Source: an optimization exercise on an open RTL-to-GDS flow (aim: small area, a short achievable clock period and few clock cycles). Production flows keep margins and buffers that such runs may drop. The RTL was checked by simulation tests, not by an equivalence proof against the original design. Power figures rest on the tool's default switching activity, not on a simulated workload.

==> job 7629 <==
// conv2d_stream
module conv2d_stream #(
  parameter int IMAGE_WIDTH  = 64,
  parameter int IMAGE_HEIGHT = 64,
  parameter int FILTER_SIZE  = 3,
  parameter int STRIDE       = 1,
  parameter int DATA_W       = 8,
  parameter int COEF_W       = 8,
  parameter int ACC_W        = 20
) (
  input  logic                                          clk,
  input  logic                                          rst,
  input  logic                                          start,
  input  logic [FILTER_SIZE*FILTER_SIZE*COEF_W-1:0]     filter,
  input  logic [DATA_W-1:0]                             pix_in,
  input  logic                                          pix_valid,
  output logic                                          pix_ready,
  output logic [ACC_W-1:0]                              res_out,
  output logic                                          res_valid,
  input  logic                                          res_ready,
  output logic                                          busy,
  output logic                                          done,
  output logic [$clog2(IMAGE_HEIGHT)-1:0]               row_count,
  output logic [$clog2(IMAGE_WIDTH)-1:0]                col_count
);
==> flow/config.mk <==
export PLATFORM = sky130hd
export DESIGN_NAME = conv2d_stream
export DESIGN_NICKNAME = conv2d_stream
export VERILOG_FILES = /design/flow/design.v
export SDC_FILE = /design/flow/constraint.sdc
export NUM_CORES = 4
export LEC_CHECK = 0
export CAP_MARGIN = 20
export CORE_MARGIN = 2
export CORE_UTILIZATION = 40
export CTS_CLUSTER_DIAMETER = 80
export CTS_CLUSTER_SIZE = 30
export PLACE_DENSITY = 0.6
export SLEW_MARGIN = 20
export SYNTH_HIERARCHICAL = 1
==> flow/constraint.sdc <==
create_clock -name core_clock -period 12.0 [get_ports {clk}]
set_input_delay 2.4000 -clock core_clock [delete_from_list [all_inputs] [get_ports {clk}]]
set_output_delay 2.4000 -clock core_clock [all_outputs]
set_load 0.01 [all_outputs]
standard.sh (not shown) runs the stock make flow with config.mk's settings and CLKGATE_MAP_FILE= SYNTH_SCRIPT=/design/flow/synth_recipe.tcl, a recipe that flattens the netlist after the stock synthesis.
==> flow/flow/run.sh <==
#!/bin/bash
# The standard layout (standard.sh: the standard flow's synthesis and ORFS flow), with
# faster port buffers and timing repair aimed below the 12 ns clock.
set -euo pipefail
bash standard.sh \
  BUFFER_PORTS_ARGS="-buffer_cell sky130_fd_sc_hd__buf_2" \
  SETUP_SLACK_MARGIN=8.4 \
  TNS_END_PERCENT=0 \
  finish > flow_make.log 2>&1
==> job 9234 (differences from job 7629) <==
--- a/flow/design.v
+++ b/flow/design.v
@@ -21,79 +21,96 @@
   output logic                                          done,
   output logic [$clog2(IMAGE_HEIGHT)-1:0]               row_count,
   output logic [$clog2(IMAGE_WIDTH)-1:0]                col_count
 );
   localparam int M = 45;    
   logic        pr_q, busy_q, done_q, rv_q, all_in, fin, v1, v2;
   logic [5:0]  rc_q, cc_q;
   logic [5:0]  rot;
-  logic [11:0] ed;
-  logic [11:0] ed_nx, cnt_nx;
-  logic [5:0]  rot_nx;
+  logic [5:0]  ed_r, ed_c, ei_c;
+  logic signed [8:0] dd, di;
+  logic [11:0] cnt_nx;
+  logic [5:0]  rot_nx, ed_r_nx, ed_c_nx, ei_c_nx;
   logic        rot_wrap, last_pix, ed_last, issue;
   logic        lag00, lag01, lag10, lag11;
+  logic signed [8:0] dd00, dd01, dd10, dd11, di0, di1, di0i, di1i;
   cv_ctl #(.M(M)) u_ctl (
-    .row_count(rc_q), .col_count(cc_q), .all_in(all_in),
-    .busy(busy_q), .fin(fin), .v1(v1), .v2(v2), .rot(rot), .ed(ed),
-    .ed_nx(ed_nx), .cnt_nx(cnt_nx), .rot_nx(rot_nx), .rot_wrap(rot_wrap),
+    .rc(rc_q), .cc(cc_q), .busy(busy_q), .fin(fin), .rot(rot),
+    .ed_r(ed_r), .ed_c(ed_c), .ei_c(ei_c), .dd(dd), .di(di),
+    .cnt_nx(cnt_nx), .rot_nx(rot_nx), .rot_wrap(rot_wrap),
+    .ed_r_nx(ed_r_nx), .ed_c_nx(ed_c_nx), .ei_c_nx(ei_c_nx),
     .last_pix(last_pix), .ed_last(ed_last), .issue(issue),
-    .lag00(lag00), .lag01(lag01), .lag10(lag10), .lag11(lag11)
+    .lag00(lag00), .lag01(lag01), .lag10(lag10), .lag11(lag11),
+    .dd00(dd00), .dd01(dd01), .dd10(dd10), .dd11(dd11),
+    .di0(di0), .di1(di1), .di0i(di0i), .di1i(di1i)
   );
   logic acc, start_e, pop, ofree, deliver, drop, lag_ok;
-  logic all_in_n, fin_n, rv_n, done_n;
+  logic all_in_n, fin_n, rv_n, done_n, pr_n, busy_n;
+  logic [11:0] cnt_n;
+  logic signed [8:0] dd_n;
   assign acc      = pix_valid & pr_q;
   assign start_e  = start & ~busy_q & ~done_q;
   assign ofree    = ~rv_q | res_ready;
   assign pop      = rv_q & res_ready;
   assign deliver  = v2 & ofree;
   assign drop     = v2 & ~ofree;
   assign lag_ok   = acc ? (deliver ? lag11 : lag10) : (deliver ? lag01 : lag00);
+  assign dd_n     = acc ? (deliver ? dd11 : dd10) : (deliver ? dd01 : dd00);
   assign all_in_n = all_in | (acc & last_pix);
   assign fin_n    = fin | (deliver & ed_last);
   assign rv_n     = deliver | (rv_q & ~pop);
   assign done_n   = busy_q & fin_n & ~rv_n;
-  logic pr_n, busy_n;
-  logic [11:0] cnt_n;
-  assign busy_n = start_e | (busy_q & ~done_n);
-  assign pr_n   = start_e | (busy_q & ~all_in_n & lag_ok & (acc | rot_wrap));
-  assign cnt_n  = start_e ? 12'd0 : (acc ? cnt_nx : {rc_q, cc_q});
+  assign busy_n   = start_e | (busy_q & ~done_n);
+  assign pr_n     = start_e | (busy_q & ~all_in_n & lag_ok & (acc | rot_wrap));
+  assign cnt_n    = start_e ? 12'd0 : (acc ? cnt_nx : {rc_q, cc_q});
   always_ff @(posedge clk) begin
     if (rst) begin
       pr_q      <= 1'b0;
       busy_q    <= 1'b0;
       done_q    <= 1'b0;
       rv_q      <= 1'b0;
-      all_in    <= 1'b0;
-      fin       <= 1'b0;
-      rot       <= '0;
-      ed        <= {6'd2, 6'd2};
-      v1        <= 1'b0;
-      v2        <= 1'b0;
       {rc_q, cc_q} <= '0;
     end else begin
       pr_q      <= pr_n;
       busy_q    <= busy_n;
       done_q    <= done_n;
       rv_q      <= rv_n;
       {rc_q, cc_q} <= cnt_n;
-      if (start_e) begin
-        all_in    <= 1'b0;
-        fin       <= 1'b0;
-        rot       <= '0;
-        ed        <= {6'd2, 6'd2};
-        v1        <= 1'b0;
-        v2        <= 1'b0;
+    end
+  end
+  always_ff @(posedge clk) begin
+    if (rst || start_e) begin
+      all_in <= 1'b0;
+      fin    <= 1'b0;
+      rot    <= '0;
+      v1     <= 1'b0;
+      v2     <= 1'b0;
+      ed_r   <= 6'd2;
+      ed_c   <= 6'd2;
+      ei_c   <= 6'd2;
+      dd     <= -9'sd131;
+      di     <= -9'sd131;
+    end else begin
+      all_in <= all_in_n & ~done_n;
+      fin    <= fin_n & ~done_n;
+      rot    <= acc ? 6'd0 : rot_nx;
+      v1     <= issue & ~drop;
+      v2     <= v1 & ~drop;
+      dd     <= dd_n;
+      if (deliver) begin
+        ed_r <= ed_r_nx;
+        ed_c <= ed_c_nx;
+      end
+      if (drop) begin
+        ei_c <= ed_c;
+        di   <= dd_n;
       end else begin
-        all_in <= all_in_n & ~done_n;
-        fin    <= fin_n & ~done_n;
-        rot    <= acc ? 6'd0 : rot_nx;
-        v1     <= issue & ~drop;
-        v2     <= v1 & ~drop;
-        if (deliver) ed <= ed_nx;
+        if (issue) ei_c <= ei_c_nx;
+        di <= acc ? (issue ? di1i : di1) : (issue ? di0i : di0);
       end
     end
   end
   always_ff @(posedge clk) begin
     if (rst) begin
       pix_ready <= 1'b0;
       busy      <= 1'b0;
       done      <= 1'b0;
@@ -3483,62 +3500,77 @@
   assign sum = ~(ta + tb + 20'd1);
   always_ff @(posedge clk) begin
     if (deliver) res_out <= sum;
   end
 endmodule
 module cv_ctl #(
   parameter int M = 45
 ) (
-  input  logic [5:0]  row_count,
-  input  logic [5:0]  col_count,
-  input  logic        all_in,
+  input  logic [5:0]  rc,
+  input  logic [5:0]  cc,
   input  logic        busy,
   input  logic        fin,
-  input  logic        v1,
-  input  logic        v2,
   input  logic [5:0]  rot,
-  input  logic [11:0] ed,
-  output logic [11:0] ed_nx,
+  input  logic [5:0]  ed_r,
+  input  logic [5:0]  ed_c,
+  input  logic [5:0]  ei_c,
+  input  logic signed [8:0] dd,
+  input  logic signed [8:0] di,
   output logic [11:0] cnt_nx,
   output logic [5:0]  rot_nx,
   output logic        rot_wrap,
+  output logic [5:0]  ed_r_nx,
+  output logic [5:0]  ed_c_nx,
+  output logic [5:0]  ei_c_nx,
   output logic        last_pix,
   output logic        ed_last,
   output logic        issue,
   output logic        lag00,
   output logic        lag01,
   output logic        lag10,
-  output logic        lag11
+  output logic        lag11,
+  output logic signed [8:0] dd00,
+  output logic signed [8:0] dd01,
+  output logic signed [8:0] dd10,
+  output logic signed [8:0] dd11,
+  output logic signed [8:0] di0,
+  output logic signed [8:0] di1,
+  output logic signed [8:0] di0i,
+  output logic signed [8:0] di1i
 );
   localparam int AMAX = 3;    
-  logic [12:0] pn;            
-  logic [1:0]  step, step2;
-  logic signed [12:0] d, di;
-  logic [1:0]  a;
-  logic        a_ok;
-  assign pn       = {all_in, row_count, col_count};
-  assign cnt_nx   = {row_count, col_count} + 12'd1;
+  logic       ed_end, ei_end;
+  logic [1:0] a;
+  logic       a_ok;
+  assign cnt_nx   = {rc, cc} + 12'd1;
   assign rot_wrap = (rot == 6'(M - 1));
   assign rot_nx   = rot_wrap ? 6'd0 : rot + 6'd1;
-  assign last_pix = (row_count == 6'd63) & (col_count == 6'd63);
-  assign ed_last  = (ed == 12'hfff);
-  assign step     = (ed[5:0] == 6'd63) ? 2'd3 : 2'd1;
-  assign ed_nx    = ed + 12'(step);
-  assign step2    = (ed_nx[5:0] == 6'd63) ? 2'd3 : 2'd1;
-  assign d     = $signed(pn - 13'd1 - {1'b0, ed});
-  assign lag00 = d <= $signed(13'(AMAX - 1));
-  assign lag10 = d <= $signed(13'(AMAX - 2));
-  assign lag01 = d - $signed({11'd0, step}) <= $signed(13'(AMAX - 1));
-  assign lag11 = d - $signed({11'd0, step}) <= $signed(13'(AMAX - 2));
+  assign last_pix = (rc == 6'd63) & (cc == 6'd63);
+  assign ed_end  = (ed_c == 6'd63);
+  assign ei_end  = (ei_c == 6'd63);
+  assign ed_c_nx = ed_end ? 6'd2 : ed_c + 6'd1;
+  assign ed_r_nx = ed_end ? ed_r + 6'd1 : ed_r;
+  assign ei_c_nx = ei_end ? 6'd2 : ei_c + 6'd1;
+  assign ed_last = ed_end & (ed_r == 6'd63);
+  assign dd00  = dd;
+  assign dd10  = dd + 9'sd1;
+  assign dd01  = ed_end ? dd - 9'sd3 : dd - 9'sd1;
+  assign dd11  = ed_end ? dd - 9'sd2 : dd;
+  assign lag00 = dd00 <= 9'sd2;
+  assign lag10 = dd10 <= 9'sd2;
+  assign lag01 = dd01 <= 9'sd2;
+  assign lag11 = dd11 <= 9'sd2;
+  assign di0   = di;
+  assign di1   = di + 9'sd1;
+  assign di0i  = ei_end ? di - 9'sd3 : di - 9'sd1;
+  assign di1i  = ei_end ? di - 9'sd2 : di;
   assign a_ok  = (rot == 6'd0) || (rot >= 6'(M - AMAX));
   assign a     = (rot == 6'd0) ? 2'd0 : 2'(6'(M) - rot);
-  assign di    = (v1 & v2) ? d - $signed({11'd0, step}) - $signed({11'd0, step2}) :
-                 (v1 | v2) ? d - $signed({11'd0, step}) : d;
-  assign issue = busy & ~fin & a_ok & (di == $signed({11'd0, a}));
+  assign issue = busy & ~fin & a_ok & (di == $signed({7'd0, a}));
 endmodule
 module cv_fa (
   input  logic a,
   input  logic b,
   input  logic c,
   output logic s,
   output logic co
 );
==> flow/config.mk (replaced) <==
export PLATFORM = sky130hd
export DESIGN_NAME = conv2d_stream
export DESIGN_NICKNAME = conv2d_stream
export VERILOG_FILES = /design/flow/design.v
export SDC_FILE = /design/flow/constraint.sdc
export NUM_CORES = 4
export LEC_CHECK = 0
export CAP_MARGIN = 20
export CORE_MARGIN = 2
export CORE_UTILIZATION = 40
export CTS_CLUSTER_DIAMETER = 60
export CTS_CLUSTER_SIZE = 24
export PLACE_DENSITY = 0.6
export SLEW_MARGIN = 20
export SYNTH_HIERARCHICAL = 1
==> job 8470 (differences from job 7629) <==
==> flow/config.mk (replaced) <==
export PLATFORM = sky130hd
export DESIGN_NAME = conv2d_stream
export DESIGN_NICKNAME = conv2d_stream
export VERILOG_FILES = /design/flow/design.v
export SDC_FILE = /design/flow/constraint.sdc
export NUM_CORES = 4
export LEC_CHECK = 0
export CAP_MARGIN = 20
export CORE_MARGIN = 2
export CORE_UTILIZATION = 40
export PLACE_DENSITY = 0.6
export SLEW_MARGIN = 20
export SYNTH_HIERARCHICAL = 1
==> key figures <==
Hold path
  – Hold Path End: r0[9][2]

Power
  – NetSw: 2580 uW
  – Sequential group power: 5210 uW
  – PwrDens: 181 nW/um^2

Final layout
  – Fill count: 10.9k
  – Number of multi-input logic gates: 1766
  – Bufs w/o clock: 131

Detailed routing
  – Final WL: 101000 um
  – Drt pass-1 iters: 5

Place
  – Worst slack, placed: 7.80 ns

GRT
  – Met2 Usage GRT: 0.261

Clock network
  – # clock sinks: 1467

Run status
  – Outcome: complete, no violations
-- figures above: job 9234

==> key figures <==
Power
  – Sequential group power: 5140 uW
  – NetSw: 2660 uW
  – PwrDens: 195 nW/um^2

Run status
  – Outcome: complete, no violations

Detailed routing
  – Drt pass-1 iters: 6

Final layout
  – Bufs w/o clock: 170
  – Fill count: 10.6k

GRT
  – Met2 Usage GRT: 0.276
-- figures above: job 8470

==> key figures <==
Power
  – Sequential group power: 5130 uW
  – NetSw: 2340 uW

GRT
  – Met2 Usage GRT: 0.277

Final layout
  – Fill count: 10.9k
  – Number of multi-input logic gates: 1727

Run status
  – Outcome: complete, no violations

Detailed routing
  – Drt pass-1 iters: 6

Clock network
  – # clock sinks: 1443

Place
  – Worst slack, placed: 7.43 ns
-- figures above: job 7629

Testbench counts of job 7629, summed over its fixed seeds: cycles 98,448.
Testbench counts of job 9234, summed over its fixed seeds: cycles 98,448.
Testbench counts of job 8470, summed over its fixed seeds: cycles 98,448.

## re-timing with driven ports
Ports are ideal in the flow. The routed layouts listed here were re-timed in OpenROAD. Step 1: set_driving_cell puts a clkbuf_16 on clk and a buf_2 on each other input, an assumption about the parent block. Step 2 times the ports against the registers' clock, not the clock port: input delays grow and output delays shrink by t, the midpoint of the rising clock arrivals with the driver on. a / b / c = ideal / step 1 / step 2; a / b = the first two.
run | shift t [ns] | slack for setup (ns) | latest minus earliest clock arrival (ns) | worst register clock-pin slew, ns | pins driven straight from the clock port
job 7629 | 0.753 | 8.129 / 8.129 / 7.833 | 0.081 / 0.082 | 0.12 / 0.12 | 1
job 9234 | 0.775 | 8.171 / 8.102 / 7.780 | 0.062 / 0.062 | 0.09 / 0.09 | 1
job 8470 | 0.809 | 8.151 / 8.151 / 7.811 | 0.029 / 0.030 | 0.07 / 0.07 | 1
After both steps every run listed still meets setup and hold. For job 9234, which loses most, drivers alone change the setup slack by -0.069 ns; drivers and shift together by -0.391 ns.
